Background: an optimization exercise with open tools, aiming at a short achievable clock period and few clock cycles. Do not read the settings as production practice. Only simulation tests tie the RTL to the original design; equivalence was not proved. In run 6 the design's own scripts or RTL, not TritonCTS, make the clock network. No driver is modelled on the clock port, so clock power and skew are understated where the tree is cut down; a real chip needs a root buffer or a tree. Power figures rest on the tool's default switching activity, not on a simulated workload.

==> design/flow/design.v <==
package rrts_pkg;
    localparam int CMD_W  = 3;
    localparam int TASK_W = 4;
    localparam int BOX_W  = 2;
    localparam int MSG_W  = 16;
    localparam int CFG_W  = 5;
    localparam int D_TASKS      = 16;
    localparam int D_MAILBOXES  = 4;
    localparam int D_FIFO_DEPTH = 8;
    localparam int D_MSG_WIDTH  = 16;
    localparam logic [CMD_W-1:0] CMD_START  = 3'd0;
    localparam logic [CMD_W-1:0] CMD_TICK   = 3'd1;
    localparam logic [CMD_W-1:0] CMD_FAULT  = 3'd2;
    localparam logic [CMD_W-1:0] CMD_EXIT   = 3'd3;
    localparam logic [CMD_W-1:0] CMD_SLEEP  = 3'd4;
    localparam logic [CMD_W-1:0] CMD_WAKEUP = 3'd5;
    localparam logic [CMD_W-1:0] CMD_SEND   = 3'd6;
    localparam logic [CMD_W-1:0] CMD_RECV   = 3'd7;
    localparam logic [1:0] ST_NONE   = 2'd0;
    localparam logic [1:0] ST_ACTIVE = 2'd1;
    localparam logic [1:0] ST_SLEEP  = 2'd2;
    localparam logic [1:0] ST_EXITED = 2'd3;
    typedef struct packed {
        logic [TASK_W-1:0] next_task;
        logic              all_idle;
        logic              ret_valid;
        logic [MSG_W-1:0]  ret_message;
        logic              wake_valid;
        logic [TASK_W-1:0] wake_task;
        logic [MSG_W-1:0]  wake_message;
        logic              dropped;
        logic              recv_refused;
    } t_res;
endpackage
module rrts_ram #(
    parameter int W     = 16,
    parameter int DEPTH = 32
) (
    input  logic                                    i_clk,
    input  logic                                    i_we,
    input  logic [((DEPTH > 1) ? $clog2(DEPTH) : 1)-1:0] i_waddr,
    input  logic [W-1:0]                            i_wdata,
    input  logic                                    i_re,
    input  logic [((DEPTH > 1) ? $clog2(DEPTH) : 1)-1:0] i_raddr,
    output logic [W-1:0]                            o_rdata
);
    logic [W-1:0] r_mem [DEPTH];
    logic [W-1:0] r_rdata;
    always_ff @(posedge i_clk) begin
        if (i_we) begin
            r_mem[i_waddr] <= i_wdata;
        end
        if (i_re) begin
            r_rdata <= r_mem[i_raddr];
        end
    end
    assign o_rdata = r_rdata;
endmodule
module rrts_wrap_add #(
    parameter int W = 8
) (
    input  logic [W-1:0] i_a,
    input  logic [W-1:0] i_b,
    input  logic [W-1:0] i_lim,
    output logic [W-1:0] o_sum,
    output logic         o_ge,
    output logic [W-1:0] o_wrap
);
    logic [W-1:0] sum;
    assign sum    = i_a + i_b;
    assign o_sum  = sum;
    assign o_ge   = (sum >= i_lim);
    assign o_wrap = o_ge ? (sum - i_lim) : sum;
endmodule
module round_robin_task_scheduler #(
    parameter int TASKS      = rrts_pkg::D_TASKS,
    parameter int MAILBOXES  = rrts_pkg::D_MAILBOXES,
    parameter int FIFO_DEPTH = rrts_pkg::D_FIFO_DEPTH,
    parameter int MSG_WIDTH  = rrts_pkg::D_MSG_WIDTH
) (
    input  logic                        i_clk,
    input  logic                        i_rst_n,
    input  logic                        i_cfg_we,
    input  logic [rrts_pkg::CFG_W-1:0]  i_cfg_data,
    input  logic                        i_cmd_valid,
    output logic                        o_cmd_ready,
    input  logic [rrts_pkg::CMD_W-1:0]  i_cmd_cmd,
    input  logic [rrts_pkg::TASK_W-1:0] i_cmd_target_task,
    input  logic [rrts_pkg::BOX_W-1:0]  i_cmd_box,
    input  logic [rrts_pkg::MSG_W-1:0]  i_cmd_message,
    output logic                        o_res_valid,
    input  logic                        i_res_ready,
    output logic [rrts_pkg::TASK_W-1:0] o_res_next_task,
    output logic                        o_res_all_idle,
    output logic                        o_res_ret_valid,
    output logic [rrts_pkg::MSG_W-1:0]  o_res_ret_message,
    output logic                        o_res_wake_valid,
    output logic [rrts_pkg::TASK_W-1:0] o_res_wake_task,
    output logic [rrts_pkg::MSG_W-1:0]  o_res_wake_message,
    output logic                        o_res_dropped,
    output logic                        o_res_recv_refused
);
    localparam int NT = 16;
    localparam int NB = 4;
    localparam int FD = 8;
    localparam int MW = 16;
    localparam int RES_W = 2 * rrts_pkg::TASK_W + 2 * rrts_pkg::MSG_W + 5;
    logic r_rst_n;
    always_ff @(posedge i_clk) begin
        r_rst_n <= i_rst_n;
    end
    logic [4:0]    r_cfg;
    logic [NT-1:0] r_nmask;
    always_ff @(posedge i_clk) begin
        if (!i_rst_n) begin
            r_cfg <= 5'd1;
        end else if (i_cfg_we) begin
            r_cfg <= i_cfg_data;
        end
        for (int i = 0; i < NT; i++) begin
            r_nmask[i] <= (r_cfg == 5'd0) ? (i == 0) : (5'(i) < r_cfg);
        end
    end
    logic          r_ready;
    logic          accept;
    logic          c_v, c_start, c_fse, c_wakeup;
    logic [NB-1:0] c_send, c_recv;
    logic [NT-1:0] c_tgt;
    logic [MW-1:0] c_msg;
    assign accept = i_cmd_valid && r_ready;
    always_ff @(posedge i_clk) begin
        c_v      <= i_rst_n && accept;
        c_start  <= i_rst_n && accept && (i_cmd_cmd == rrts_pkg::CMD_START);
        c_fse    <= i_rst_n && accept && ((i_cmd_cmd == rrts_pkg::CMD_FAULT) ||
                                          (i_cmd_cmd == rrts_pkg::CMD_EXIT) ||
                                          (i_cmd_cmd == rrts_pkg::CMD_SLEEP));
        c_wakeup <= i_rst_n && accept && (i_cmd_cmd == rrts_pkg::CMD_WAKEUP);
        for (int b = 0; b < NB; b++) begin
            c_send[b] <= i_rst_n && accept && (i_cmd_cmd == rrts_pkg::CMD_SEND) &&
                         (i_cmd_box == 2'(b));
            c_recv[b] <= i_rst_n && accept && (i_cmd_cmd == rrts_pkg::CMD_RECV) &&
                         (i_cmd_box == 2'(b));
        end
        for (int i = 0; i < NT; i++) c_tgt[i] <= (i_cmd_target_task == 4'(i));
        c_msg <= i_cmd_message;
    end
    logic [FD-1:0] r_occ [NB];        
    logic [MW-1:0] r_ent [NB][FD];    
    logic [NB-1:0] r_wv;              
    logic [NT-1:0] r_wt  [NB];        
    logic [NT-1:0] r_cur;             
    logic [NB-1:0] m_wake, m_drop, m_push, m_ref, m_park, m_pop;
    logic [NT-1:0] m_wt;
    logic [MW-1:0] m_head;
    logic          e_v, e_start, e_clr;
    logic [NT-1:0] e_set;
    logic [NB-1:0] e_park;
    logic          e_retv, e_wakev, e_drop, e_ref;
    logic [MW-1:0] e_retm, e_wakem;
    always_comb begin
        m_wt   = '0;
        m_head = '0;
        for (int b = 0; b < NB; b++) begin
            m_wake[b] = c_send[b] && r_wv[b];
            m_drop[b] = c_send[b] && !r_wv[b] && r_occ[b][FD-1];
            m_push[b] = c_send[b] && !r_wv[b] && !r_occ[b][FD-1];
            m_ref[b]  = c_recv[b] && r_wv[b];
            m_park[b] = c_recv[b] && !r_wv[b] && !r_occ[b][0];
            m_pop[b]  = c_recv[b] && !r_wv[b] && r_occ[b][0];
            if (m_wake[b]) m_wt = m_wt | (e_park[b] ? r_cur : r_wt[b]);
            if (m_pop[b])  m_head = m_head | r_ent[b][0];
        end
    end
    always_ff @(posedge i_clk) begin
        if (!r_rst_n) begin
            r_wv <= '0;
            for (int b = 0; b < NB; b++) r_occ[b] <= '0;
        end else begin
            for (int b = 0; b < NB; b++) begin
                if (m_wake[b]) r_wv[b] <= 1'b0;
                if (m_park[b]) r_wv[b] <= 1'b1;
                if (m_push[b]) r_occ[b] <= {r_occ[b][FD-2:0], 1'b1};
                if (m_pop[b])  r_occ[b] <= {1'b0, r_occ[b][FD-1:1]};
            end
        end
        for (int b = 0; b < NB; b++) begin
            for (int j = 0; j < FD; j++) begin
                if (m_pop[b]) begin
                    if (j < FD - 1) r_ent[b][j] <= r_ent[b][j+1];
                end else if (m_push[b] && !r_occ[b][j] &&
                             ((j == 0) || r_occ[b][(j == 0) ? 0 : j-1])) begin
                    r_ent[b][j] <= c_msg;
                end
            end
        end
        e_v     <= c_v;
        e_start <= c_start;
        e_clr   <= c_fse || (m_park != '0);
        e_set   <= (c_wakeup ? c_tgt : '0) | m_wt;
        e_park  <= m_park;
        e_retv  <= (m_pop != '0);
        e_retm  <= m_head;
        e_wakev <= (m_wake != '0);
        e_wakem <= (m_wake != '0) ? c_msg : '0;
        e_drop  <= (m_drop != '0);
        e_ref   <= (m_ref != '0);
    end
    logic [NT-1:0] r_act;             
    logic [NT-1:0] r_gt;              
    logic [NT-1:0] nact, av, hi, phi, pav;
    logic          any_hi, any_av;
    logic [NT-1:0] cur_hi, cur_av, gt_hi, gt_av;
    always_comb begin
        if (e_start) begin
            nact = r_act | r_nmask;
        end else begin
            nact = (r_act & ~(r_cur & {NT{e_clr}})) | e_set;
        end
        av   = nact & r_nmask;
        hi   = av & r_gt;
        phi[0] = hi[0];
        pav[0] = av[0];
        for (int i = 1; i < NT; i++) begin
            phi[i] = phi[i-1] | hi[i];
            pav[i] = pav[i-1] | av[i];
        end
        any_hi = phi[NT-1];
        any_av = pav[NT-1];
        gt_hi  = {phi[NT-2:0], 1'b0};
        gt_av  = {pav[NT-2:0], 1'b0};
        cur_hi = hi & ~gt_hi;
        cur_av = av & ~gt_av;
    end
    logic          r_rv;
    logic          r_idle, r_retv, r_wakev, r_drop, r_ref;
    logic [MW-1:0] r_retm, r_wakem;
    logic [NT-1:0] r_waket;
    always_ff @(posedge i_clk) begin
        if (!r_rst_n) begin
            r_act <= '0;
            r_cur <= 16'd1;
            r_gt  <= ~16'd1;
            r_rv  <= 1'b0;
        end else begin
            r_act <= nact;
            r_rv  <= e_v;
            if (e_start) begin
                r_cur <= 16'd1;
                r_gt  <= ~16'd1;
            end else if (e_v) begin
                if (any_hi) begin
                    r_cur <= cur_hi;
                    r_gt  <= gt_hi;
                end else if (any_av) begin
                    r_cur <= cur_av;
                    r_gt  <= gt_av;
                end
            end
        end
        for (int b = 0; b < NB; b++) begin
            if (e_park[b]) r_wt[b] <= r_cur;
        end
        r_idle  <= !e_start && !any_av;
        r_retv  <= e_retv;
        r_retm  <= e_retm;
        r_wakev <= e_wakev;
        r_waket <= e_wakev ? e_set : '0;
        r_wakem <= e_wakem;
        r_drop  <= e_drop;
        r_ref   <= e_ref;
    end
    rrts_pkg::t_res w_res;
    logic [3:0]     cur_bin, wake_bin;
    always_comb begin
        cur_bin  = '0;
        wake_bin = '0;
        for (int i = 0; i < NT; i++) begin
            if (r_cur[i])   cur_bin  = cur_bin  | 4'(i);
            if (r_waket[i]) wake_bin = wake_bin | 4'(i);
        end
        w_res              = '0;
        w_res.next_task    = cur_bin;
        w_res.all_idle     = r_idle;
        w_res.ret_valid    = r_retv;
        w_res.ret_message  = r_retm;
        w_res.wake_valid   = r_wakev;
        w_res.wake_task    = wake_bin;
        w_res.wake_message = r_wakem;
        w_res.dropped      = r_drop;
        w_res.recv_refused = r_ref;
    end
    logic [RES_W-1:0] r_q [4];
    logic [1:0]     r_qwr, r_qrd;
    logic [2:0]     r_qn;             
    rrts_pkg::t_res r_head;
    logic           r_hv;
    logic [2:0]     r_inflight;       
    logic           take, load, qne;
    logic [RES_W-1:0] q_next;
    assign take   = i_res_ready && r_hv;
    assign load   = take || !r_hv;
    assign qne    = (r_qn != 3'd0);
    assign q_next = qne ? r_q[r_qrd] : w_res;
    always_ff @(posedge i_clk) begin
        if (r_rv) r_q[r_qwr] <= w_res;
        if (load) r_head <= q_next;
        if (!r_rst_n) begin
            r_qwr <= '0;
            r_qrd <= '0;
            r_qn  <= '0;
            r_hv  <= 1'b0;
        end else begin
            if (r_rv) r_qwr <= r_qwr + 2'd1;
            if (load && (qne || r_rv)) r_qrd <= r_qrd + 2'd1;
            r_qn <= r_qn + 3'(r_rv) - 3'(load && (qne || r_rv));
            if (load) r_hv <= qne || r_rv;
        end
        if (!i_rst_n) begin
            r_inflight <= '0;
            r_ready    <= 1'b1;
        end else begin
            r_inflight <= r_inflight + 3'(accept) - 3'(take);
            case (r_inflight)
                3'd0, 3'd1, 3'd2, 3'd3: r_ready <= 1'b1;
                3'd4:                   r_ready <= !(accept && !take);
                default:                r_ready <= take;
            endcase
        end
    end
    assign o_cmd_ready = r_ready;
    assign o_res_valid        = r_hv;
    assign o_res_next_task    = r_head.next_task;
    assign o_res_all_idle     = r_head.all_idle;
    assign o_res_ret_valid    = r_head.ret_valid;
    assign o_res_ret_message  = r_head.ret_message;
    assign o_res_wake_valid   = r_head.wake_valid;
    assign o_res_wake_task    = r_head.wake_task;
    assign o_res_wake_message = r_head.wake_message;
    assign o_res_dropped      = r_head.dropped;
    assign o_res_recv_refused = r_head.recv_refused;
endmodule
==> design/flow/run.sh <==
#!/bin/bash
# synth_recipe.tcl (not shown) runs the flow's synth.tcl, then flattens the netlist and writes it again
# the make line also repeats each setting of config.mk as NAME=value (left out here)
make -C /OpenROAD-flow-scripts/flow DESIGN_CONFIG=/design/flow/config.mk WORK_HOME=/design/flow/orfs CLKGATE_MAP_FILE= SYNTH_SCRIPT=/design/flow/synth_recipe.tcl finish
==> design/flow/config.mk <==
export PLATFORM = sky130hd
export DESIGN_NAME = round_robin_task_scheduler
export DESIGN_NICKNAME = round_robin_task_scheduler
export VERILOG_FILES = /design/flow/design.v
export SDC_FILE = /design/flow/constraint.sdc
export NUM_CORES = 4
export LEC_CHECK = 0
export ABC_CLOCK_PERIOD_IN_PS = 2000
export CAP_MARGIN = 20
export CORE_MARGIN = 2
export CORE_UTILIZATION = 40
export SETUP_SLACK_MARGIN = 5
export SLEW_MARGIN = 20
==> design/flow/constraint.sdc <==
create_clock -name core_clock -period 8.0 [get_ports {i_clk}]
set_input_delay 1.6000 -clock core_clock [delete_from_list [all_inputs] [get_ports {i_clk}]]
set_output_delay 1.6000 -clock core_clock [all_outputs]
set_load 0.01 [all_outputs]
==> results of run 1 <==
## through the flow
| step | hold WS [ps] | total power, W |
|---|---|---|
| after global placement | 311 | 0.00770 |
| after detailed placement | 312 | 0.00772 |
| after floorplan | 310 | 0.00720 |
| after CTS | 321 | 0.0129 |
| final | 323 | 0.0128 |
| after global routing | 320 | 0.0132 |
## kinds of logic (layout without fill, tap and decap cells)
group | after synthesis | count (layout) | share of synthesized area
AO/OA/AOI/OAI | 704 | 705 | 0.134
XOR/XNOR | 7 | 7 | 0.00151
multiplexers | 181 | 181 | 0.0620
adder cells (fa/ha/maj) | 10 | 10 | 0.00346
other | 1 | 4 | 0.0000927
flip-flops | 1075 | 1075 | 0.714
AND/OR/NAND/NOR | 486 | 488 | 0.0635
buffers and inverters | 228 | 357 | 0.0218
## cell type report
cell class / instances / area share
sequential: 1075 / 0.624
multi-input combinational: 1392 / 0.234
clock buffer: 173 / 0.0718
tap: 1298 / 0.0350
timing repair buffer: 135 / 0.0253
clock inverter: 33 / 0.00864
inverter: 16 / 0.00130
antenna: 3 / 0.000162
## cells in the mapped netlist, types with 11 or more instances
master	number	area (um2)
nor2_1	61	229
mux4_2	45	1010
and2_1	110	688
mux2i_1	27	270
clkbuf_1	182	683
edfxtp_1	737	22100
nor3_1	23	115
nand2_1	101	379
o21ai_0	35	175
dfxtp_1	338	6770
o311a_1	19	190
a21boi_1	11	82.6
nand3_1	67	335
inv_1	16	60.1
o31a_1	13	114
nand2b_1	31	194
a22oi_1	36	270
mux2_2	109	1230
a21o_1	451	3390
nor2b_1	17	106
a21oi_1	19	95.1
o211a_1	21	210
nand4_1	20	125
buf_1	21	78.8
and3_1	13	81.3
## flip-flops by register name, summed over array words and instances (netlist names), 14 cells and up, named ones only
signal   flops
e_retm      16
r_occ       32
r_waket     15
r_wt        64
r_gt        14
e_wakem     16
r_head      45
r_retm      16
e_set       16
r_act       16
r_cur       16
c_tgt       16
r_nmask     16
r_ent      512
r_q        180
r_wakem     16
c_msg       16
## worst max-delay path by stage
stage | end | start
floorplan | r_qn[2]$_SDFF_PN0_ | i_res_ready
global placement | r_qn[2]$_SDFF_PN0_ | i_res_ready
detailed placement | r_qn[2]$_SDFF_PN0_ | i_res_ready
CTS | o_res_wake_message[5] | r_head[7]$_DFFE_PP_
global route | o_res_ret_message[0] | r_head[23]$_DFFE_PP_
finish | o_res_ret_message[0] | r_head[23]$_DFFE_PP_
## repair_timing
| action | in CTS | in global routing |
|---|---|---|
| gates cloned | 3 | 0 |
| resized for setup | 91 | 15 |
| endpoints found under the setup margin | 230 | 36 |
| pin swaps | 1 | 1 |
| buffers inserted | 5 | 1 |
## report_power, final
part	switching (W)	leakage [nW]	internal, W
Clock	0.00211	1.82	0.00311
Sequential	0.000167	9.58	0.00617
Combinational	0.000586	7.08	0.000627
## routing by layer
metal	wire length, um	vias to the layer above	track usage
met3	5570	138	0.0259
met2	43000	656	0.285
met4	1800	0	0.0484
met1	42500	11600	0.257
li1	-	10300	-
met5	0	-	0
==> flow_metrics.tcl, run 1 <==
set metrics [dict create \
    outcome "finished clean" \
    hold_viol_final 0 \
    timing.hold.worst_path_depth 0 \
    track_usage 0.179 \
    seq_area_um2 28900 \
    crit_family "flip-flops" \
    post_dp_cell_area_um2 42500 \
    post-place-ws_ps 3530 \
    final_util 0.463 \
    synthDistinctLibCells 73 \
    critPathMaxStageDelay_ps 430 \
    period_minus_slack_ps 2960 \
    cp.required_ps 6400 \
    cts_tree "built" \
    crit_type "register to output pin" \
    grt_pass1_vias 22700 \
    rsz0062_at_grt "no" \
    synth_flop_cell "edfxtp_1" \
    die_y_um 322 \
    cp_num_buf_inv 1 \
    coreArea_um2 100000 \
    postCtsHoldBufs 0 \
    antenna_found_initial 16 \
    cp_slowest_cell "edfxtp_1" \
    cp.depth 1 \
    io_pins 82 \
    fin_area_um2 46300 \
    drv_slew 0 \
    min_from "c_start$_DFF_P_" \
    die_area_um2 104000 \
    cap_viol_max_count 0 \
    worst_slack_ps 5040 \
    cts_inserted_buffers 110 \
    synthCells 2692 \
    peakVddDrop_uv 178 \
    clk_latency_ps 680 \
    min_to "e_start$_DFF_P_" \
    stdcell_count 4125 \
    layout.nets 2775 \
    final_common_cell "edfxtp_1" \
    hold_class "register to register" \
    powerDensity_nw_per_um2 275 \
    die_w_um 322 \
    wire_per_inst_um 22.5 \
    antenna_left 0 \
    seq_area_frac_synth 0.714 \
    ys_ff_latch 1075 \
    synth_area_um2 40500 \
    setup_viol 0 \
    syn_nets 2737 \
    dp_cells 3906 \
    clock_sinks 1075 \
    gp_congestion 0.807 \
    cp.arrival_ps 1360 \
    dp_hpwl_um 55600 \
    path_cells "clkdlybuf4s15_1" \
    yosys_warnings 4 \
    start_kind "register" \
    worstMarginPinSlew_ps 1050 \
    mostFrequentLayoutCells "edfxtp_1, a21o_1, dfxtp_1" \
    drc_errors 0 \
    multi_input_area_um2 10800 \
    clk_transition_reported_paths_ps 60 \
    drtPass1Iterations 5 \
    area_growth_pct 14.5 \
    gr-total-overflow 0 \
    period_share 0.370 \
    cts-root-buf "clkbuf_16" \
    r2r-start "e_start$_DFF_P_" \
    num-fill-cells 8581 \
    critPathMaxFanout 1 \
    fmax_ghz 0.338 \
    vias_per_cell 5.49 \
    worst-r2r-cell-count 8 \
    vias 22600 \
    layout-drive-gt1-share 0.156 \
    syn_avg_cell_area_um2 15.0 \
    grt_max_degree 118 \
    r2r-end "r_gt[3]$_SDFFE_PP1P_" \
    fin_skew_ps 21.9 \
    grt_pass1_wl_um 141000 \
    max_slew_margin 0.299 \
    synth_edf_count 737 \
    start_util 0.404 \
    wl_um 92900 \
    power.leakage_nw 18.5 \
    h-tree-depth 3 \
    end_kind "output pin" \
    rrSetupSlack_ps 5120 \
    tns_ps 0 \
    async_reset_ff_frac 0 \
    fp-row-count 116 \
    cts_buffer_depth 3 \
    port_buffers 81 \
    drt_iter0_drc 1926 \
]
Testbench counts, summed over its fixed seeds: cycles 9,707.
==> inputs of run 2 (changes only) <==
==> design/flow/flow/run.sh (new file) <==
#!/bin/bash
set -euo pipefail
MARGIN=6
sed -E "s/SETUP_SLACK_MARGIN=[0-9.]+/SETUP_SLACK_MARGIN=${MARGIN}/" standard.sh > standard_tight.sh
grep -q "SETUP_SLACK_MARGIN=${MARGIN}" standard_tight.sh
bash standard_tight.sh > standard_tight.log 2>&1
==> design/flow/standard.sh (new file) <==
#!/bin/bash
# synth_recipe.tcl (not shown) runs the flow's synth.tcl, then flattens the netlist and writes it again
# the make line also repeats each setting of config.mk as NAME=value (left out here)
make -C /OpenROAD-flow-scripts/flow DESIGN_CONFIG=/design/flow/config.mk WORK_HOME=/design/flow/orfs CLKGATE_MAP_FILE= SYNTH_SCRIPT=/design/flow/synth_recipe.tcl "${@:-finish}"
removed: design/flow/run.sh
==> run 2 against run 1 <==
  * Via count rose by 2.3%
  * Core utilization increased by 1.7 points
  * Wire length grew 6.2%
  * Synthesized cell count is the same
  * Critical path type unchanged
  * Global-route usage is 0.91 points higher
  * Worst setup slack improved by 76 ps
  * Power decreased by 0.18%
  * Sequential cell count stayed put
  * Clock skew up 1.6 ps
==> flow_metrics.tcl, run 2 <==
set metrics [dict create \
    outcome "finished clean" \
    hold_class "register to register" \
    regMostFlops "r_ent" \
    post_dp_cell_area_um2 42600 \
    fin_skew_ps 23.5 \
    synthCells 2692 \
    period_minus_slack_ps 2880 \
    yosys-top-cells-area "edfxtp_1, dfxtp_1, a21o_1" \
    vias 23200 \
    die_area_um2 104000 \
    period_share 0.360 \
    drtPass1Iterations 5 \
    synth_edf_count 737 \
    cts-root-buf "clkbuf_16" \
    layout.nets 2855 \
    synth_area_leader_cell "edfxtp_1" \
    crit_family "flip-flops" \
    die_w_um 322 \
    synth.most_common_cell "edfxtp_1" \
    path_cells "buf_6" \
    synth.top_cell.area_share 0.547 \
    powerDensity_nw_per_um2 265 \
    io_pins 82 \
    wire_per_inst_um 23.4 \
    min_to "r_retm[10]$_DFF_P_" \
    grt_max_degree 86 \
    rrSetupSlack_ps 5340 \
    worst-r2r-cell-count 10 \
    critPathMaxFanout 1 \
    worstMarginPinSlew_ps 1030 \
    clk_transition_reported_paths_ps 60 \
    cp_slowest_cell "edfxtp_1" \
    syn_avg_cell_area_um2 15.0 \
    rsz0062_at_grt "yes" \
    reg_top3 "r_ent x512, r_q x180, r_wt x64" \
    ys_ff_latch 1075 \
    die_y_um 322 \
    final_common_cell "edfxtp_1" \
    wl_um 98700 \
    dp_hpwl_um 55900 \
    largest_register_ffs 512 \
    crit_type "register to output pin" \
    start_util 0.404 \
    cp_num_buf_inv 1 \
    yosys_warnings 4 \
    clock_sinks 1075 \
    max_slew_margin 0.314 \
    setup_viol 0 \
    grt_pass1_wl_um 147000 \
    gp_congestion 0.801 \
    cts_inserted_buffers 110 \
    h-tree-depth 3 \
    track_usage 0.188 \
    synth_flop_cell "edfxtp_1" \
    layout-drive-gt1-share 0.236 \
    r2r-end "r_cur[2]$_SDFFE_PP0P_" \
    port_buffers 81 \
    antenna_found_initial 13 \
    fp-row-count 116 \
    async_reset_ff_frac 0 \
    clk_latency_ps 690 \
    setup.worst_path.start "r_head[30]$_DFFE_PP_" \
    drc_errors 0 \
    fin_area_um2 48000 \
    grt_pass1_vias 23100 \
    antenna_left 0 \
    peakVddDrop_uv 188 \
    cts_tree "built" \
    seq_area_frac_synth 0.714 \
    synth_area_um2 40500 \
    area_growth_pct 18.7 \
    vias_per_cell 5.50 \
    mostFrequentLayoutCells "edfxtp_1, a21o_1, dfxtp_1" \
    timing.hold.worst_path_depth 0 \
    gr-total-overflow 0 \
    syn_nets 2737 \
    cap_viol_max_count 0 \
    critPathMaxStageDelay_ps 440 \
    hold_viol_final 0 \
    power.leakage_nw 19.2 \
    end_kind "output pin" \
    fmax_ghz 0.347 \
    coreArea_um2 100000 \
    drv_slew 0 \
    cts_buffer_depth 3 \
    min_from "e_retm[10]$_DFF_P_" \
    synthDistinctLibCells 73 \
    r2r-start "e_clr$_DFF_P_" \
    start_kind "register" \
    drt_iter0_drc 2196 \
    cp.required_ps 6400 \
    synthTopCellsByCount "edfxtp_1, a21o_1, dfxtp_1" \
    cp.arrival_ps 1280 \
    tns_ps 0 \
]
run 2: cell counts after synthesis:
Identical to the previous run, type by type.
run 2: worst max path at each step:
stage,endpoint,depth (start not counted)
2_1_floorplan,r_qn[2]$_SDFF_PN0_,10
3_3_place_gp,r_qn[2]$_SDFF_PN0_,11
3_5_place_dp,r_qn[2]$_SDFF_PN0_,11
4_1_cts,o_res_ret_message[7],1
5_1_grt,o_res_ret_message[7],1
6_report,o_res_ret_message[7],1
run 2: kinds of logic (layout without fill, tap and decap cells):
logic type,Yosys count,after routing,synth area share
other cells,1,8,0.0000927
mux,181,181,0.0620
simple gates,486,496,0.0635
flops,1075,1075,0.714
compound gates,704,707,0.134
xor+xnor,7,7,0.00151
buf+inv,228,428,0.0218
fa+ha+maj,10,10,0.00346
run 2: what timing repair did:
action | CTS | global route
hold buffers | 0 | 0
hold endpoints to repair | 0 | 0
resized for setup | 352 | 77
buffers inserted | 68 | 23
endpoints found under the setup margin | 949 | 219
pin swaps | 49 | 31
gates cloned | 12 | 2
run 2: power breakdown:
group / internal [W] / switching (W) / total (W)
clock: 0.00291 / 0.00215 / 0.00506
combinational: 0.000694 / 0.000688 / 0.00138
sequential: 0.00616 / 0.000131 / 0.00630
total: 0.00976 / 0.00297 / 0.0127
run 2: area by class of cell:
cell class                      instances  area, um2
Fill cell                            8428      52100
Clock inverter                         50        419
Inverter                               16       62.6
Sequential cell                      1075      28900
Timing Repair Buffer                  205       2050
Antenna cell                            7       17.5
Tap cell                             1298       1620
Multi-Input combinational cell       1402      11700
Clock buffer                          157       3190
run 2: per-layer routing:
metal | global-route usage | share of wire | wire, um | vias to the layer above
met5 | 0 | 0 | 0 | -
met4 | 0.0627 | 0.027 | 2640 | 0
met3 | 0.0345 | 0.066 | 6480 | 152
met2 | 0.298 | 0.47 | 46100 | 690
met1 | 0.263 | 0.44 | 43500 | 11900
li1 | - | - | - | 10500
run 2: per-stage QoR:
stage,std cells,worst slack [ps],utilization,hold WS [ps],total power (W)
floorplan,2692,4470,-,310,0.00722
global placement,3889,3580,0.425,310,0.00771
detailed placement,3891,3560,0.426,312,0.00773
CTS,4178,5040,0.474,315,0.0128
global route,4203,5040,0.479,322,0.0132
finish,4210,5120,0.480,311,0.0127
==> inputs of run 3 (changes only) <==
--- a/design/flow/design.v
+++ b/design/flow/design.v
@@ -208,7 +208,7 @@
     logic [NT-1:0] r_act;             
     logic [NT-1:0] r_gt;              
     logic [NT-1:0] nact, av, hi, phi, pav;
-    logic          any_hi, any_av;
+    logic          any_hi, any_av, cur_live;
     logic [NT-1:0] cur_hi, cur_av, gt_hi, gt_av;
     always_comb begin
         if (e_start) begin
@@ -216,7 +216,7 @@
         end else begin
             nact = (r_act & ~(r_cur & {NT{e_clr}})) | e_set;
         end
-        av   = nact & r_nmask;
+        av   = (r_act | e_set) & r_nmask & ~r_cur;
         hi   = av & r_gt;
         phi[0] = hi[0];
         pav[0] = av[0];
@@ -230,6 +230,7 @@
         gt_av  = {pav[NT-2:0], 1'b0};
         cur_hi = hi & ~gt_hi;
         cur_av = av & ~gt_av;
+        cur_live = ((((r_act & ~{NT{e_clr}}) | e_set) & r_nmask & r_cur) != '0);
     end
     logic          r_rv;
     logic          r_idle, r_retv, r_wakev, r_drop, r_ref;
@@ -260,7 +261,7 @@
         for (int b = 0; b < NB; b++) begin
             if (e_park[b]) r_wt[b] <= r_cur;
         end
-        r_idle  <= !e_start && !any_av;
+        r_idle  <= !e_start && !any_av && !cur_live;
         r_retv  <= e_retv;
         r_retm  <= e_retm;
         r_wakev <= e_wakev;
@@ -289,41 +290,54 @@
         w_res.dropped      = r_drop;
         w_res.recv_refused = r_ref;
     end
-    logic [RES_W-1:0] r_q [4];
-    logic [1:0]     r_qwr, r_qrd;
-    logic [2:0]     r_qn;             
-    rrts_pkg::t_res r_head;
-    logic           r_hv;
-    logic [2:0]     r_inflight;       
-    logic           take, load, qne;
-    logic [RES_W-1:0] q_next;
-    assign take   = i_res_ready && r_hv;
-    assign load   = take || !r_hv;
-    assign qne    = (r_qn != 3'd0);
-    assign q_next = qne ? r_q[r_qrd] : w_res;
+    logic [RES_W-1:0] r_q [8];
+    logic [2:0]       r_qwr, r_qrd;
+    logic [2:0]       r_qn;           
+    rrts_pkg::t_res   r_head;
+    logic             r_hv;
+    logic [2:0]       r_inflight;     
+    logic             take;
+    logic [RES_W-1:0] h_keep, h_next;
+    logic [2:0]       qn_keep, qn_next, if_0, if_a, if_t, if_at;
+    logic             rdy_0, rdy_a, rdy_t, rdy_at;
+    assign take = i_res_ready && r_hv;
+    always_comb begin
+        h_keep  = r_hv ? r_q[r_qrd] : w_res;
+        h_next  = (r_qn > 3'd1) ? r_q[r_qrd + 3'd1] : w_res;
+        qn_keep = r_qn + 3'(r_rv);
+        qn_next = r_qn + 3'(r_rv) - 3'd1;
+        if_0   = r_inflight;
+        if_a   = r_inflight + 3'd1;
+        if_t   = r_inflight - 3'd1;
+        if_at  = r_inflight;
+        rdy_0  = (if_0  < 3'd5);
+        rdy_a  = (if_a  < 3'd5);
+        rdy_t  = (if_t  < 3'd5);
+        rdy_at = (if_at < 3'd5);
+    end
     always_ff @(posedge i_clk) begin
         if (r_rv) r_q[r_qwr] <= w_res;
-        if (load) r_head <= q_next;
+        r_head <= take ? h_next : h_keep;
         if (!r_rst_n) begin
             r_qwr <= '0;
             r_qrd <= '0;
             r_qn  <= '0;
             r_hv  <= 1'b0;
         end else begin
-            if (r_rv) r_qwr <= r_qwr + 2'd1;
-            if (load && (qne || r_rv)) r_qrd <= r_qrd + 2'd1;
-            r_qn <= r_qn + 3'(r_rv) - 3'(load && (qne || r_rv));
-            if (load) r_hv <= qne || r_rv;
+            if (r_rv) r_qwr <= r_qwr + 3'd1;
+            if (take) r_qrd <= r_qrd + 3'd1;
+            r_qn <= take ? qn_next : qn_keep;
+            r_hv <= take ? (qn_next != 3'd0) : (qn_keep != 3'd0);
         end
         if (!i_rst_n) begin
             r_inflight <= '0;
             r_ready    <= 1'b1;
         end else begin
-            r_inflight <= r_inflight + 3'(accept) - 3'(take);
-            case (r_inflight)
-                3'd0, 3'd1, 3'd2, 3'd3: r_ready <= 1'b1;
-                3'd4:                   r_ready <= !(accept && !take);
-                default:                r_ready <= take;
+            case ({accept, take})
+                2'b00: begin r_inflight <= if_0;  r_ready <= rdy_0;  end
+                2'b10: begin r_inflight <= if_a;  r_ready <= rdy_a;  end
+                2'b01: begin r_inflight <= if_t;  r_ready <= rdy_t;  end
+                default: begin r_inflight <= if_at; r_ready <= rdy_at; end
             endcase
         end
     end
--- a/design/flow/config.mk
+++ b/design/flow/config.mk
@@ -8,6 +8,7 @@
 export ABC_CLOCK_PERIOD_IN_PS = 2000
 export CAP_MARGIN = 20
 export CORE_MARGIN = 2
-export CORE_UTILIZATION = 40
+export CORE_UTILIZATION = 60
+export PLACE_DENSITY = 0.72
 export SETUP_SLACK_MARGIN = 5
 export SLEW_MARGIN = 20
==> run 3 against run 2 <==
  * Still clean
  * First-iteration DRC count rose by 47%
  * Combinational power up 37%
  * Power grew 19%
  * Die area down 16%
  * Core utilization is 25 points higher
  * Synthesized cell count is 26% higher
  * Design area increased by 26%
  * Cell count grew 12%
  * Via count increased by 34%
  * Fmax up 0.44%
  * Critical endpoint is now o_res_valid
==> flow_metrics.tcl, run 3 <==
set metrics [dict create \
    yosys-top-cells-area "edfxtp_1, dfxtp_1, mux4_2" \
    syn_avg_cell_area_um2 14.9 \
    largest_register_ffs 512 \
    h-tree-depth 3 \
    port_buffers 81 \
    r2r-end "r_head[37]$_DFF_P_" \
    tns_ps 0 \
    start_util 0.605 \
    drt_iter0_drc 3225 \
    r2r-start "r_qrd[0]$_SDFFE_PN0P_" \
    clk_latency_ps 700 \
    drtPass1Iterations 9 \
    hold_viol_final 0 \
    synth_area_leader_cell "edfxtp_1" \
    grt_pass1_vias 31100 \
    worst-r2r-cell-count 10 \
    layout.nets 3554 \
    mostFrequentLayoutCells "edfxtp_1, a21o_1, dfxtp_1" \
    p_total_w 0.0151 \
    synth.top_cell.area_share 0.518 \
    cts-root-buf "clkbuf_16" \
    synth_flop_cell "edfxtp_1" \
    critPathMaxFanout 2 \
    reg_top3 "r_ent x512, r_q x360, r_wt x64" \
    cts_buffer_depth 3 \
    area_growth_pct 19.8 \
    swShare 0.231 \
    clk_transition_reported_paths_ps 60 \
    final_common_cell "edfxtp_1" \
    powerDensity_nw_per_um2 249 \
    die_y_um 294 \
    synth_edf_count 872 \
    clock_sinks 1258 \
    yosys_warnings 4 \
    wl_um 132000 \
    drc_errors 0 \
    max_slew_margin 0.360 \
    p_comb_frac 0.125 \
    postCtsHoldBufs 0 \
    synth_area_um2 50600 \
    seq_area_frac_synth 0.670 \
    start_kind "register" \
    worstMarginPinSlew_ps 961 \
    fp-row-count 106 \
    dp_cells 4310 \
    routed-wl-met2_um 65200 \
    synthCells 3384 \
    cap_viol_max_count 0 \
    crit_type "register to output pin" \
    gp_congestion 0.893 \
    wire_per_inst_um 28.0 \
    min_to "r_wakem[0]$_DFF_P_" \
    ys_ff_latch 1258 \
    min_from "e_wakem[0]$_SDFF_PN0_" \
    fin_skew_ps 29.9 \
    clock_power_share 0.399 \
    io_pins 82 \
    fmax_ghz 0.349 \
    end_kind "output pin" \
    syn_nets 3430 \
    synthDistinctLibCells 81 \
    fin_area_um2 60600 \
    cp.arrival_ps 1270 \
    vias_per_cell 6.63 \
    vias 31100 \
    stdcell_count 4696 \
    regMostFlops "r_ent" \
    p_switching_w 0.00349 \
    dp_hpwl_um 68100 \
    coreArea_um2 83600 \
    gr-total-overflow 0 \
    power.leakage_nw 23.3 \
    cts_inserted_buffers 120 \
    period_share 0.359 \
    intPower_w 0.0116 \
    outcome "finished clean" \
    period_minus_slack_ps 2870 \
    peakVddDrop_uv 205 \
    hold_class "register to register" \
    die_w_um 294 \
    timing.hold.worst_path_depth 0 \
    antenna_found_initial 7 \
    drv_slew 0 \
    post_dp_cell_area_um2 52400 \
    setup_viol 0 \
    synthTopCellsByCount "edfxtp_1, a21o_1, dfxtp_1" \
    grt_max_degree 90 \
    synth.most_common_cell "edfxtp_1" \
    top_layer "met4" \
    antenna_left 0 \
    rrSetupSlack_ps 5620 \
    grt_pass1_wl_um 195000 \
    wl_met1_um 50600 \
    cts_tree "built" \
    async_reset_ff_frac 0 \
    rsz0062_at_grt "yes" \
    track_usage 0.303 \
    seqPwrFrac 0.476 \
    cp.required_ps 6400 \
    layout-drive-gt1-share 0.294 \
    die_area_um2 86600 \
    met3_length_um 10500 \
]
## run 3: cell families after synthesis
logic type / Yosys count / synth area share
fa+ha+maj: 11 / 0.00272
mux: 362 / 0.120
flops: 1258 / 0.670
other cells: 1 / 0.0000741
compound gates: 856 / 0.121
xor+xnor: 12 / 0.00208
buf+inv: 313 / 0.0241
simple gates: 571 / 0.0598
## run 3: layout make-up
type	instances	area, um2
Antenna cell	2	5.00
Clock buffer	169	3490
Clock inverter	59	751
Fill cell	5104	22900
Inverter	33	145
Multi-Input combinational cell	1822	17100
Sequential cell	1258	34100
Tap cell	1080	1350
Timing Repair Buffer	273	3670
## run 3: worst max-delay path by stage
stage / startpoint / endpoint / slack [ps] / cells past startpoint
detailed placement: i_res_ready / r_head[1]$_DFF_P_ / 4370 / 6
global route: r_hv$_SDFF_PN0_ / o_res_valid / 5110 / 2
global placement: i_res_ready / r_head[30]$_DFF_P_ / 4400 / 6
CTS: r_hv$_SDFF_PN0_ / o_res_valid / 5110 / 2
finish: r_hv$_SDFF_PN0_ / o_res_valid / 5130 / 2
floorplan: i_res_ready / r_inflight[2]$_SDFFE_PN0N_ / 5520 / 6
## run 3: worst max-delay path, stage by stage (launching register included)
cell and delay, ps:
dfxtp_4 350, buf_12 120, buf_6 110
## run 3: repair_timing
action	CTS	global route
buffers inserted	95	25
cloned	32	4
pin swaps	77	44
resized for setup	587	117
setup endpoints to repair	1112	565
## run 3: power by group through the flow
stage                     registers (W)  clock network [W]  logic, W
after floorplan                 0.00726                  0  0.000982
after global placement          0.00734                  0   0.00130
after detailed placement        0.00734                  0   0.00134
after CTS                       0.00719            0.00606   0.00173
after global routing            0.00720            0.00633   0.00198
final                           0.00720            0.00602   0.00189
## run 3: layer usage
metal,up-vias,global-route usage
li1,13300,-
met4,0,0.126
met1,15900,0.397
met3,324,0.0457
met5,-,0
met2,1591,0.509
## run 3: stage by stage
| step | setup WS, ps | hold slack [ps] | utilization |
|---|---|---|---|
| final | 5130 | 328 | 0.725 |
| after global routing | 5110 | 334 | 0.725 |
| after CTS | 5110 | 328 | 0.715 |
| after detailed placement | 4370 | 312 | 0.627 |
| after global placement | 4400 | 310 | 0.627 |
| after floorplan | 5520 | 310 | - |
Testbench counts of run 3, summed over its fixed seeds: cycles 9,707.
==> inputs of run 4 (changes only) <==
--- a/design/flow/config.mk
+++ b/design/flow/config.mk
@@ -8,7 +8,6 @@
 export ABC_CLOCK_PERIOD_IN_PS = 2000
 export CAP_MARGIN = 20
 export CORE_MARGIN = 2
-export CORE_UTILIZATION = 60
-export PLACE_DENSITY = 0.72
+export CORE_UTILIZATION = 40
 export SETUP_SLACK_MARGIN = 5
 export SLEW_MARGIN = 20
==> run 4 against run 3 <==
  * First-iteration DRC count shrank 4.1%
  * Largest cell class unchanged
  * Critical path depth shrank 1
  * Sequential share of layout area decreased by 0.58 points
  * Still clean on timing, DRC and antenna
  * Largest power group unchanged
==> flow_metrics.tcl, run 4 <==
set metrics [dict create \
    ys_ff_latch 1258 \
    grt_pass1_wl_um 196000 \
    dp_cells 4884 \
    syn_nets 3430 \
    postCtsHoldBufs 0 \
    antenna_left 0 \
    timing.hold.worst_path_depth 0 \
    final_util 0.488 \
    h-tree-depth 4 \
    reg_top3 "r_ent x512, r_q x360, r_wt x64" \
    coreArea_um2 126000 \
    start_kind "register" \
    antenna_found_initial 8 \
    final_common_cell "edfxtp_1" \
    track_usage 0.200 \
    cts-root-buf "clkbuf_16" \
    layout-drive-gt1-share 0.292 \
    synth_area_um2 50600 \
    cp.arrival_ps 1210 \
    syn_avg_cell_area_um2 14.9 \
    power.leakage_nw 23.3 \
    yosys_warnings 4 \
    gr-total-overflow 0 \
    tns_ps 0 \
    drc_errors 0 \
    seq_area_frac_synth 0.670 \
    drt_iter0_drc 3092 \
    stdcell_count 5296 \
    peakVddDrop_uv 184 \
    dp_hpwl_um 68800 \
    powerDensity_nw_per_um2 247 \
    io_pins 82 \
    fin_area_um2 61200 \
    path_cells "buf_6" \
    vias 30400 \
    period_minus_slack_ps 2810 \
    clk_transition_reported_paths_ps 60 \
    worstMarginPinSlew_ps 963 \
    synth_flop_cell "edfxtp_1" \
    cp.required_ps 6400 \
    hold_class "register to register" \
    cts_inserted_buffers 136 \
    fmax_ghz 0.355 \
    worst-r2r-cell-count 10 \
    synth.top_cell.area_share 0.518 \
    outcome "finished clean" \
    post_dp_cell_area_um2 53100 \
    layout.nets 3573 \
    cp_num_buf_inv 1 \
    vias_per_cell 5.74 \
    cp.depth 1 \
    grt_pass1_vias 29700 \
    max_slew_margin 0.357 \
    largest_register_ffs 512 \
    synth.most_common_cell "edfxtp_1" \
    p_total_w 0.0152 \
    synthCells 3384 \
    synth_area_leader_cell "edfxtp_1" \
    mostFrequentLayoutCells "edfxtp_1, a21o_1, dfxtp_1" \
    period_share 0.352 \
    regMostFlops "r_ent" \
    async_reset_ff_frac 0 \
    synthTopCellsByCount "edfxtp_1, a21o_1, dfxtp_1" \
    grt_max_degree 114 \
    rsz0062_at_grt "yes" \
    setup_viol 0 \
    yosys-top-cells-area "edfxtp_1, dfxtp_1, mux4_2" \
    end_kind "output pin" \
    die_area_um2 129000 \
    drtPass1Iterations 5 \
    synth_edf_count 872 \
    die_w_um 360 \
    critPathMaxFanout 1 \
    start_util 0.403 \
    port_buffers 81 \
    cts_buffer_depth 3 \
    wl_um 133000 \
    cp_slowest_cell "dfxtp_4" \
    crit_family "flip-flops" \
    synthDistinctLibCells 81 \
    area_growth_pct 21.1 \
    drv_slew 0 \
    crit_type "register to output pin" \
    clk_latency_ps 740 \
    clock_sinks 1258 \
    die_y_um 360 \
    fp-row-count 130 \
    wire_per_inst_um 25.0 \
    critPathMaxStageDelay_ps 360 \
    cts_tree "built" \
    gp_congestion 0.797 \
    hold_viol_final 0 \
    cap_viol_max_count 0 \
    fin_skew_ps 23.3 \
    num-fill-cells 10600 \
]
run 4: kinds of logic after synthesis:
group | count (synthesis) | share of synthesized area
flops | 1258 | 0.670
mux | 362 | 0.120
compound gates | 856 | 0.121
xor+xnor | 12 | 0.00208
simple gates | 571 | 0.0598
fa+ha+maj | 11 | 0.00272
other cells | 1 | 0.0000741
buf+inv | 313 | 0.0241
run 4: where the power goes:
group	leakage (nW)	total, W	switching [W]	internal, W
combinational	9.87	0.00175	0.000865	0.000888
sequential	11.3	0.00718	0.000133	0.00705
clock	2.16	0.00622	0.00256	0.00366
total	23.3	0.0152	0.00356	0.0116
run 4: path summary, 6_finish.rpt:
kind	slack, ps	endpoint	startpoint
setup / recovery	5190	o_res_wake_message[1]	r_head[3]$_DFF_P_
hold / removal	320	r_retm[4]$_DFF_P_	e_retm[4]$_DFF_P_
hold reg to reg	320	r_retm[4]$_DFF_P_	e_retm[4]$_DFF_P_
setup reg to reg	5610	r_head[22]$_DFF_P_	r_qrd[1]$_SDFFE_PN0P_
run 4: final cells by class:
class	instances	area (um2)	share of cell area
antenna	8	20.0	0.000327
clock buffer	206	3970	0.0648
clock inverter	43	434	0.00709
inverter	33	145	0.00237
multi-input combinational	1819	17000	0.277
sequential	1258	34100	0.557
tap	1650	2060	0.0337
timing repair buffer	279	3550	0.0580
run 4: metal layers:
metal | vias up | part of all wire | GRT usage
met5 | - | 0 | 0
met4 | 0 | 0.026 | 0.0634
met3 | 243 | 0.061 | 0.0296
met2 | 1096 | 0.47 | 0.316
met1 | 15700 | 0.44 | 0.285
li1 | 13400 | - | -
run 4: stage by stage:
step	setup slack (ps)	hold slack (ps)
after detailed placement	4630	312
after floorplan	5520	310
after global placement	4660	310
final	5190	323
after global routing	5150	330
after CTS	5120	325
run 4: timing repair:
| action | 4_1_cts | 5_1_grt |
|---|---|---|
| gates cloned | 25 | 3 |
| pin swaps | 78 | 46 |
| buffers inserted | 95 | 32 |
| resized for setup | 584 | 95 |
| endpoints found under the hold margin | 0 | 0 |
| setup endpoints to repair | 1161 | 357 |
==> inputs of run 5 (changes only) <==
==> design/flow/flow/run.sh (replaced) <==
#!/bin/bash
set -euo pipefail
MARGIN=6
sed -E "s/SETUP_SLACK_MARGIN=[0-9.]+/SETUP_SLACK_MARGIN=${MARGIN}/" standard.sh > standard_tight.sh
grep -q "SETUP_SLACK_MARGIN=${MARGIN}" standard_tight.sh
export PRE_CTS_TCL="$PWD/flow/cts_hook.tcl"
bash standard_tight.sh > standard_tight.log 2>&1
==> design/flow/flow/cts_hook.tcl (new file) <==
# PRE_CTS hook: build a two-level clock tree (root buffers fed by the clock
# port, leaf buffers at register clusters) in place of ORFS's CTS, then let
# cts.tcl go on with its placement legalization and timing repair
source [file join [file dirname [info script]] mytree.tcl]
set n_sinks [llength [[[ord::get_db_block] findBTerm i_clk] getNet] getITerms]]
set n_leaf [expr {max(4, int(ceil($n_sinks / 20.0)))}]
mytree_build i_clk $n_leaf 4 sky130_fd_sc_hd__clkbuf_16 sky130_fd_sc_hd__clkbuf_16
set_propagated_clock [all_clocks]
rename clock_tree_synthesis orfs_clock_tree_synthesis
proc clock_tree_synthesis {args} {
  puts "clock_tree_synthesis skipped: the tree was built by cts_hook.tcl"
}
==> design/flow/flow/mytree.tcl (new file) <==
# two-level clock tree: NROOT root buffers fed by the clock port, each driving
# the leaf buffers of its part of the die; each leaf buffer drives a cluster of
# registers found by k-means on their placed locations
proc mytree_build {clk_port nleaf nroot leafcell rootcell} {
  set db [ord::get_db]
  set block [ord::get_db_block]
  set bterm [$block findBTerm $clk_port]
  set clknet [$bterm getNet]
  set sinks {}
  foreach it [$clknet getITerms] {
    set inst [$it getInst]
    set bb [$inst getBBox]
    lappend sinks [list $it [expr {([$bb xMin] + [$bb xMax]) / 2.0}] [expr {([$bb yMin] + [$bb yMax]) / 2.0}]]
  }
  set n [llength $sinks]
  # k-means, seeded along a sort by x then y
  set sorted [lsort -real -index 1 $sinks]
  set cx {}; set cy {}
  for {set k 0} {$k < $nleaf} {incr k} {
    set s [lindex $sorted [expr {int(($k + 0.5) * $n / $nleaf)}]]
    lappend cx [lindex $s 1]; lappend cy [lindex $s 2]
  }
  set cap [expr {int(ceil(1.15 * $n / $nleaf))}]
  for {set iter 0} {$iter < 25} {incr iter} {
    # balanced assignment: sinks in order of their best distance, each to the
    # nearest centre with room
    set cand {}
    set si 0
    foreach s $sinks {
      set x [lindex $s 1]; set y [lindex $s 2]
      set ds {}
      for {set k 0} {$k < $nleaf} {incr k} {
        lappend ds [list $k [expr {abs($x - [lindex $cx $k]) + abs($y - [lindex $cy $k])}]]
      }
      set ds [lsort -real -index 1 $ds]
      lappend cand [list $si [lindex $ds 0 1] $ds]
      incr si
    }
    set cand [lsort -real -index 1 $cand]
    set cnt [lrepeat $nleaf 0]
    set assign [lrepeat $n 0]
    foreach c $cand {
      foreach d [lindex $c 2] {
        set k [lindex $d 0]
        if {[lindex $cnt $k] < $cap} {
          lset cnt $k [expr {[lindex $cnt $k] + 1}]
          lset assign [lindex $c 0] $k
          break
        }
      }
    }
    set sx [lrepeat $nleaf 0.0]; set sy [lrepeat $nleaf 0.0]
    set si 0
    foreach s $sinks {
      set k [lindex $assign $si]
      lset sx $k [expr {[lindex $sx $k] + [lindex $s 1]}]
      lset sy $k [expr {[lindex $sy $k] + [lindex $s 2]}]
      incr si
    }
    for {set k 0} {$k < $nleaf} {incr k} {
      if {[lindex $cnt $k] > 0} {
        lset cx $k [expr {[lindex $sx $k] / [lindex $cnt $k]}]
        lset cy $k [expr {[lindex $sy $k] / [lindex $cnt $k]}]
      }
    }
  }
  set leafm [$db findMaster $leafcell]
  set rootm [$db findMaster $rootcell]
  # roots: split leaves by angle around the leaf centroid into nroot groups
  set mx 0.0; set my 0.0
  for {set k 0} {$k < $nleaf} {incr k} { set mx [expr {$mx + [lindex $cx $k]}]; set my [expr {$my + [lindex $cy $k]}] }
  set mx [expr {$mx / $nleaf}]; set my [expr {$my / $nleaf}]
  set angs {}
  for {set k 0} {$k < $nleaf} {incr k} {
    lappend angs [list $k [expr {atan2([lindex $cy $k] - $my, [lindex $cx $k] - $mx)}]]
  }
  set angs [lsort -real -index 1 $angs]
  set rootnets {}
  for {set r 0} {$r < $nroot} {incr r} {
    set rinst [odb::dbInst_create $block $rootm "clkroot_$r"]
    set rnet [odb::dbNet_create $block "clknet_root_$r"]
    $rnet setSigType CLOCK
    [$rinst findITerm A] connect $clknet
    [$rinst findITerm X] connect $rnet
    lappend rootnets [list $rinst $rnet]
  }
  set leafnets {}
  set gx [lrepeat $nroot 0.0]; set gy [lrepeat $nroot 0.0]; set gn [lrepeat $nroot 0]
  for {set i 0} {$i < $nleaf} {incr i} {
    set k [lindex $angs $i 0]
    set r [expr {$i * $nroot / $nleaf}]
    set linst [odb::dbInst_create $block $leafm "clkleaf_$k"]
    set lnet [odb::dbNet_create $block "clknet_leaf_$k"]
    $lnet setSigType CLOCK
    [$linst findITerm A] connect [lindex $rootnets $r 1]
    [$linst findITerm X] connect $lnet
    $linst setLocation [expr {int([lindex $cx $k])}] [expr {int([lindex $cy $k])}]
    $linst setPlacementStatus PLACED
    lappend leafnets $lnet
    lset gx $r [expr {[lindex $gx $r] + [lindex $cx $k]}]
    lset gy $r [expr {[lindex $gy $r] + [lindex $cy $k]}]
    lset gn $r [expr {[lindex $gn $r] + 1}]
    set leafidx($k) $lnet
  }
  for {set r 0} {$r < $nroot} {incr r} {
    set rinst [lindex $rootnets $r 0]
    $rinst setLocation [expr {int([lindex $gx $r] / [lindex $gn $r])}] [expr {int([lindex $gy $r] / [lindex $gn $r])}]
    $rinst setPlacementStatus PLACED
  }
  set si 0
  foreach s $sinks {
    set it [lindex $s 0]
    $it disconnect
    $it connect $leafidx([lindex $assign $si])
    incr si
  }
  puts "mytree: $n sinks, $nleaf leaves (max [tcl::mathfunc::max {*}$cnt] sinks each), $nroot roots"
}
==> run 5 against run 4 <==
  * The flow now stops in clock tree synthesis
  * Synthesized cell count stayed put
  * Synthesized area stayed put
==> flow_metrics.tcl, run 5 <==
set metrics [dict create \
    synthTopCellsByCount "edfxtp_1, a21o_1, dfxtp_1" \
    syn_avg_cell_area_um2 14.9 \
    synthAdderAreaFrac 0.00272 \
    synth_area_leader_cell "edfxtp_1" \
    die_w_um 360 \
    start_util 0.403 \
    synth_edf_count 872 \
    synth.most_common_cell "edfxtp_1" \
    synthDistinctLibCells 81 \
    io_pins 82 \
    fp-row-count 130 \
    yosys-top-cells-area "edfxtp_1, dfxtp_1, mux4_2" \
    synthSimpleGateAreaFrac 0.0598 \
    synthCells 3384 \
    async_reset_ff_frac 0 \
    syn_nets 3430 \
    dp_hpwl_um 68800 \
    synth_xor_xnor_area_share 0.00208 \
    synthMuxAreaShare 0.120 \
    error "Error: cts.tcl, 6 wrong # args: should be \"llength list\"" \
    port_buffers 81 \
    synth_area_um2 50600 \
    synth.top_cell.area_share 0.518 \
    yosys_warnings 4 \
    synth_top_family_by_area "compound AO/OA/AOI/OAI gates" \
    synth_flop_cell "edfxtp_1" \
    synth_compound_gate_area_share 0.121 \
    die_y_um 360 \
    ys_ff_latch 1258 \
    gp_congestion 0.797 \
    haltStage "clock tree synthesis" \
    outcome "did not finish" \
    seq_area_frac_synth 0.670 \
]
run 5: metrics by stage:
step | total power [W] | cell area, um2 | utilization | worst slack [ps] | instances
3_5_place_dp | 0.00870 | 53100 | 0.423 | 4630 | 4884
2_1_floorplan | 0.00824 | 51000 | - | 5520 | 3384
3_3_place_gp | 0.00869 | 53100 | 0.423 | 4660 | 4884
run 5: logic make-up after synthesis:
group / count (synthesis)
XOR/XNOR: 12
flip-flops: 1258
other: 1
buffers and inverters: 313
multiplexers: 362
adder cells (fa/ha/maj): 11
AO/OA/AOI/OAI: 856
AND/OR/NAND/NOR: 571
run 5: worst max-delay path by stage:
stage                      from                         end  slack [ps]  cells past startpoint
floorplan           i_res_ready  r_inflight[2]$_SDFFE_PN0N_        5520                      6
global placement    i_res_ready           r_head[5]$_DFF_P_        4660                      5
detailed placement  i_res_ready           r_head[3]$_DFF_P_        4630                      5
run 5: power groups by stage:
stage          Combinational [W]  Sequential [W]  Clock (W)
2_1_floorplan           0.000982         0.00726          0
3_3_place_gp             0.00132         0.00737          0
3_5_place_dp             0.00134         0.00737          0
==> inputs of run 6 (changes only) <==
--- a/design/flow/design.v
+++ b/design/flow/design.v
@@ -290,22 +290,35 @@
         w_res.dropped      = r_drop;
         w_res.recv_refused = r_ref;
     end
-    logic [RES_W-1:0] r_q [8];
-    logic [2:0]       r_qwr, r_qrd;
-    logic [2:0]       r_qn;           
+    localparam int QD = 5;
+    logic [RES_W-1:0] r_q [QD];
+    logic [QD-1:0]    r_qwr, r_qrd;   
+    logic [QD-1:0]    r_qv;           
     rrts_pkg::t_res   r_head;
-    logic             r_hv;
     logic [2:0]       r_inflight;     
     logic             take;
-    logic [RES_W-1:0] h_keep, h_next;
-    logic [2:0]       qn_keep, qn_next, if_0, if_a, if_t, if_at;
+    logic [RES_W-1:0] q_first, q_second, h_keep, h_next;
+    logic [QD-1:0]    qv_keep, qv_next;
+    logic [2:0]       if_0, if_a, if_t, if_at;
     logic             rdy_0, rdy_a, rdy_t, rdy_at;
-    assign take = i_res_ready && r_hv;
+    assign take = i_res_ready && r_qv[0];
     always_comb begin
-        h_keep  = r_hv ? r_q[r_qrd] : w_res;
-        h_next  = (r_qn > 3'd1) ? r_q[r_qrd + 3'd1] : w_res;
-        qn_keep = r_qn + 3'(r_rv);
-        qn_next = r_qn + 3'(r_rv) - 3'd1;
+        q_first  = '0;
+        q_second = '0;
+        for (int j = 0; j < QD; j++) begin
+            if (r_qrd[j]) q_first  = q_first  | r_q[j];
+            if (r_qrd[j]) q_second = q_second | r_q[(j + 1) % QD];
+        end
+        h_keep = r_qv[0] ? q_first : w_res;
+        h_next = r_qv[1] ? q_second : w_res;
+        for (int j = 0; j < QD; j++) begin
+            qv_keep[j] = r_qv[j] || (r_rv && ((j == 0) || r_qv[(j == 0) ? 0 : j-1]));
+            if (j < QD - 1) begin
+                qv_next[j] = r_qv[(j < QD - 1) ? j+1 : j] || (r_rv && r_qv[j]);
+            end else begin
+                qv_next[j] = r_rv && r_qv[j];
+            end
+        end
         if_0   = r_inflight;
         if_a   = r_inflight + 3'd1;
         if_t   = r_inflight - 3'd1;
@@ -316,18 +329,18 @@
         rdy_at = (if_at < 3'd5);
     end
     always_ff @(posedge i_clk) begin
-        if (r_rv) r_q[r_qwr] <= w_res;
+        for (int j = 0; j < QD; j++) begin
+            if (r_rv && r_qwr[j]) r_q[j] <= w_res;
+        end
         r_head <= take ? h_next : h_keep;
         if (!r_rst_n) begin
-            r_qwr <= '0;
-            r_qrd <= '0;
-            r_qn  <= '0;
-            r_hv  <= 1'b0;
+            r_qwr <= 5'd1;
+            r_qrd <= 5'd1;
+            r_qv  <= '0;
         end else begin
-            if (r_rv) r_qwr <= r_qwr + 3'd1;
-            if (take) r_qrd <= r_qrd + 3'd1;
-            r_qn <= take ? qn_next : qn_keep;
-            r_hv <= take ? (qn_next != 3'd0) : (qn_keep != 3'd0);
+            if (r_rv) r_qwr <= {r_qwr[QD-2:0], r_qwr[QD-1]};
+            if (take) r_qrd <= {r_qrd[QD-2:0], r_qrd[QD-1]};
+            r_qv <= take ? qv_next : qv_keep;
         end
         if (!i_rst_n) begin
             r_inflight <= '0;
@@ -342,7 +355,7 @@
         end
     end
     assign o_cmd_ready = r_ready;
-    assign o_res_valid        = r_hv;
+    assign o_res_valid        = r_qv[0];
     assign o_res_next_task    = r_head.next_task;
     assign o_res_all_idle     = r_head.all_idle;
     assign o_res_ret_valid    = r_head.ret_valid;
--- a/design/flow/flow/cts_hook.tcl
+++ b/design/flow/flow/cts_hook.tcl
@@ -2,7 +2,8 @@
 # port, leaf buffers at register clusters) in place of ORFS's CTS, then let
 # cts.tcl go on with its placement legalization and timing repair
 source [file join [file dirname [info script]] mytree.tcl]
-set n_sinks [llength [[[ord::get_db_block] findBTerm i_clk] getNet] getITerms]]
+set clk_bterm [[ord::get_db_block] findBTerm i_clk]
+set n_sinks [llength [[$clk_bterm getNet] getITerms]]
 set n_leaf [expr {max(4, int(ceil($n_sinks / 20.0)))}]
 mytree_build i_clk $n_leaf 4 sky130_fd_sc_hd__clkbuf_16 sky130_fd_sc_hd__clkbuf_16
 set_propagated_clock [all_clocks]
--- a/design/flow/config.mk
+++ b/design/flow/config.mk
@@ -5,7 +5,7 @@
 export SDC_FILE = /design/flow/constraint.sdc
 export NUM_CORES = 4
 export LEC_CHECK = 0
-export ABC_CLOCK_PERIOD_IN_PS = 2000
+export ABC_CLOCK_PERIOD_IN_PS = 1000
 export CAP_MARGIN = 20
 export CORE_MARGIN = 2
 export CORE_UTILIZATION = 40
==> run 6 against run 5 <==
  * Now clean on timing, DRC and antenna
  * Synthesized area down 15%
  * Synthesized cell count is 4.0% lower
==> flow_metrics.tcl, run 6 <==
set metrics [dict create \
    tns_ps 0 \
    start_util 0.403 \
    stdcell_count 4691 \
    outcome "finished clean" \
    cp_slowest_cell "dfxtp_4" \
    timing.hold.worst_path_depth 0 \
    syn_avg_cell_area_um2 13.3 \
    wire_per_inst_um 23.3 \
    fp-row-count 120 \
    port_buffers 81 \
    max_slew_margin 0.323 \
    fin_skew_ps 46.5 \
    drv_slew 0 \
    hold_viol_final 0 \
    antenna_left 0 \
    crit_family "flip-flops" \
    path_cells "buf_6" \
    synthTopCellsByCount "edfxtp_1, a21o_1, dfxtp_1" \
    antenna_found_initial 11 \
    synth.most_common_cell "edfxtp_1" \
    num-fill-cells 9394 \
    ys_ff_latch 1125 \
    top_layer "met5" \
    critPathMaxStageDelay_ps 380 \
    cap_viol_max_count 0 \
    min_to "r_retm[5]$_DFF_P_" \
    clk_latency_ps 480 \
    drtPass1Iterations 6 \
    crit_type "register to output pin" \
    area_growth_pct 16.6 \
    layout.nets 3326 \
    largest_register_ffs 512 \
    layout-drive-gt1-share 0.207 \
    rsz0062_at_grt "yes" \
    mostFrequentLayoutCells "edfxtp_1, a21o_1, dfxtp_1" \
    grt_max_degree 96 \
    drt_iter0_drc 2684 \
    die_area_um2 110000 \
    cp.required_ps 6400 \
    wl_met1_um 49100 \
    clk_transition_reported_paths_ps 90 \
    setup_viol 0 \
    powerDensity_nw_per_um2 195 \
    wl_um 109000 \
    hold_class "register to register" \
    gp_congestion 0.820 \
    regMostFlops "r_ent" \
    rrSetupSlack_ps 5550 \
    coreArea_um2 107000 \
    synth_flop_cell "edfxtp_1" \
    grt_pass1_wl_um 164000 \
    drc_errors 0 \
    dp_cells 4485 \
    met3_length_um 6400 \
    cp_num_buf_inv 1 \
    vias 27100 \
    cp.arrival_ps 970 \
    worstMarginPinSlew_ps 1020 \
    reg_top3 "r_ent x512, r_q x225, r_wt x64" \
    synthCells 3248 \
    gr-total-overflow 0 \
    synth_edf_count 737 \
    die_y_um 332 \
    fmax_ghz 0.390 \
    period_minus_slack_ps 2570 \
    routed-wl-met2_um 51500 \
    worst-r2r-cell-count 11 \
    die_w_um 332 \
    min_from "e_retm[5]$_DFF_P_" \
    yosys_warnings 5 \
    r2r-start "e_set[1]$_DFF_P_" \
    power.leakage_nw 19.0 \
    synth_area_um2 43100 \
    seq_area_frac_synth 0.694 \
    async_reset_ff_frac 0 \
    peakVddDrop_uv 173 \
    r2r-end "r_cur[2]$_SDFFE_PP0P_" \
    dp_hpwl_um 61100 \
    syn_nets 3287 \
    critPathMaxFanout 2 \
    track_usage 0.189 \
    io_pins 82 \
    final_common_cell "edfxtp_1" \
    p_total_w 0.00978 \
    synth_area_leader_cell "edfxtp_1" \
    synthDistinctLibCells 72 \
    start_kind "register" \
    end_kind "output pin" \
    grt_pass1_vias 25800 \
    yosys-top-cells-area "edfxtp_1, dfxtp_1, a21o_1" \
    period_share 0.321 \
    vias_per_cell 5.78 \
    synth.top_cell.area_share 0.514 \
]
run 6: changes by cell type after synthesis, sizes merged, moves of 23 or more:
cell,change
a22oi,+122
o211a,-25
nand2,+42
a211oi,+48
mux4,-180
edfxtp,-135
a311oi,+23
o22ai,-74
nor2,+62
nand3,+45
nand4,+31
mux2,-74
a221oi,+24
run 6: report_power, final:
part | leakage (nW) | switching [W] | internal [W]
logic | 8.22 | 0.000234 | 0.000217
clock network | 0.752 | 0.00171 | 0.00135
registers | 10.0 | 0.0000772 | 0.00620
total | 19.0 | 0.00202 | 0.00776
run 6: repair_timing:
action / CTS / global route
setup endpoints to repair: 1155 / 477
gates resized for setup: 555 / 171
hold buffers: 0 / 0
pin swaps: 96 / 54
cloned: 24 / 3
endpoints found under the hold margin: 0 / 0
buffers inserted: 102 / 13
run 6: routing by layer:
| layer | vias up | GRT usage |
|---|---|---|
| met2 | 922 | 0.313 |
| li1 | 12300 | - |
| met3 | 168 | 0.0162 |
| met5 | - | 0 |
| met1 | 13700 | 0.273 |
| met4 | 4 | 0.0376 |
run 6: metrics by stage:
stage          utilization  worst slack (ps)  hold slack, ps  cell area [um2]
2_1_floorplan            -              5290             310            43600
3_3_place_gp         0.423              4150             311            45200
3_5_place_dp         0.423              4120             312            45200
4_1_cts              0.461              5410             328            49300
5_1_grt              0.470              5410             335            50200
6_report             0.470              5430             326            50200
run 6: worst max-delay path by stage:
stage,cells after the start,endpoint,slack [ps],start
floorplan,9,r_ready$_SDFF_PN1_,5290,i_res_ready
global placement,6,r_head[6]$_DFF_P_,4150,i_res_ready
detailed placement,6,r_head[9]$_DFF_P_,4120,i_res_ready
CTS,1,o_res_next_task[3],5410,r_head[44]$_DFF_P_
global route,1,o_res_ret_message[8],5410,r_head[31]$_DFF_P_
finish,1,o_res_valid,5430,r_qv[0]$_SDFF_PN0_
run 6: logic make-up (layout without fill, tap and decap cells):
family,Yosys count,after routing,synth area share
adders and majority gates,4,4,0.00116
muxes,89,89,0.0225
buffers and inverters,312,338,0.0275
other,1,4,0.0000871
and+or+nand+nor,712,722,0.0826
AOI/OAI and AO/OA,1002,1003,0.171
DFF,1125,1125,0.694
xor gates and xnor gates,3,3,0.000610
run 6: area by class of cell:
cell class	instances	area, um2	share of cell area
inverter	35	164	0.00326
timing repair buffer	242	3050	0.0608
buffer	61	1530	0.0304
tap	1403	1760	0.0350
sequential	1125	30000	0.598
antenna	3	7.51	0.000149
multi-input combinational	1822	13700	0.272
Testbench counts of run 6, summed over its fixed seeds: cycles 9,707.

[separate check: timing with driven ports]
No port has a modelled driver above. Below, the same layouts with a new extraction and two added sets of constraints. Step 1 (the two cells are an assumption about what drives the block):
set clk [get_ports {i_clk}]
set_driving_cell -lib_cell sky130_fd_sc_hd__clkbuf_16 $clk
set_driving_cell -lib_cell sky130_fd_sc_hd__buf_2 [delete_from_list [all_inputs] $clk]
Step 2, shift: input delay + t, output delay - t, t = (earliest + latest rising clock arrival at the registers) / 2. This alone moves slack from input paths to output paths. a / b / c = no drivers / after step 1 / after step 2; a / b = the first two.
run | t (ns) | setup WS [ns] | clock arrival spread, ns | worst data-port slew with drivers (ns) | cell pins on the clock port's net
run 1 | 0.743 | 5.043 / 4.972 / 4.378 | 0.023 / 0.022 | 0.16 | 1
run 2 | 0.740 | 5.118 / 5.057 / 4.609 | 0.025 / 0.025 | 0.16 | 1
run 3 | 0.750 | 5.131 / 5.065 / 5.136 | 0.034 / 0.034 | 0.07 | 1
run 4 | 0.803 | 5.187 / 5.109 / 5.254 | 0.023 / 0.023 | 0.18 | 1
run 6 | 0.603 | 5.435 / 5.292 / 4.962 | 0.053 / 0.053 | 0.12 | 4
After both steps setup and hold are still met in every run listed. For run 1, which loses most, drivers alone change the setup slack by -0.071 ns; drivers and shift together by -0.665 ns.
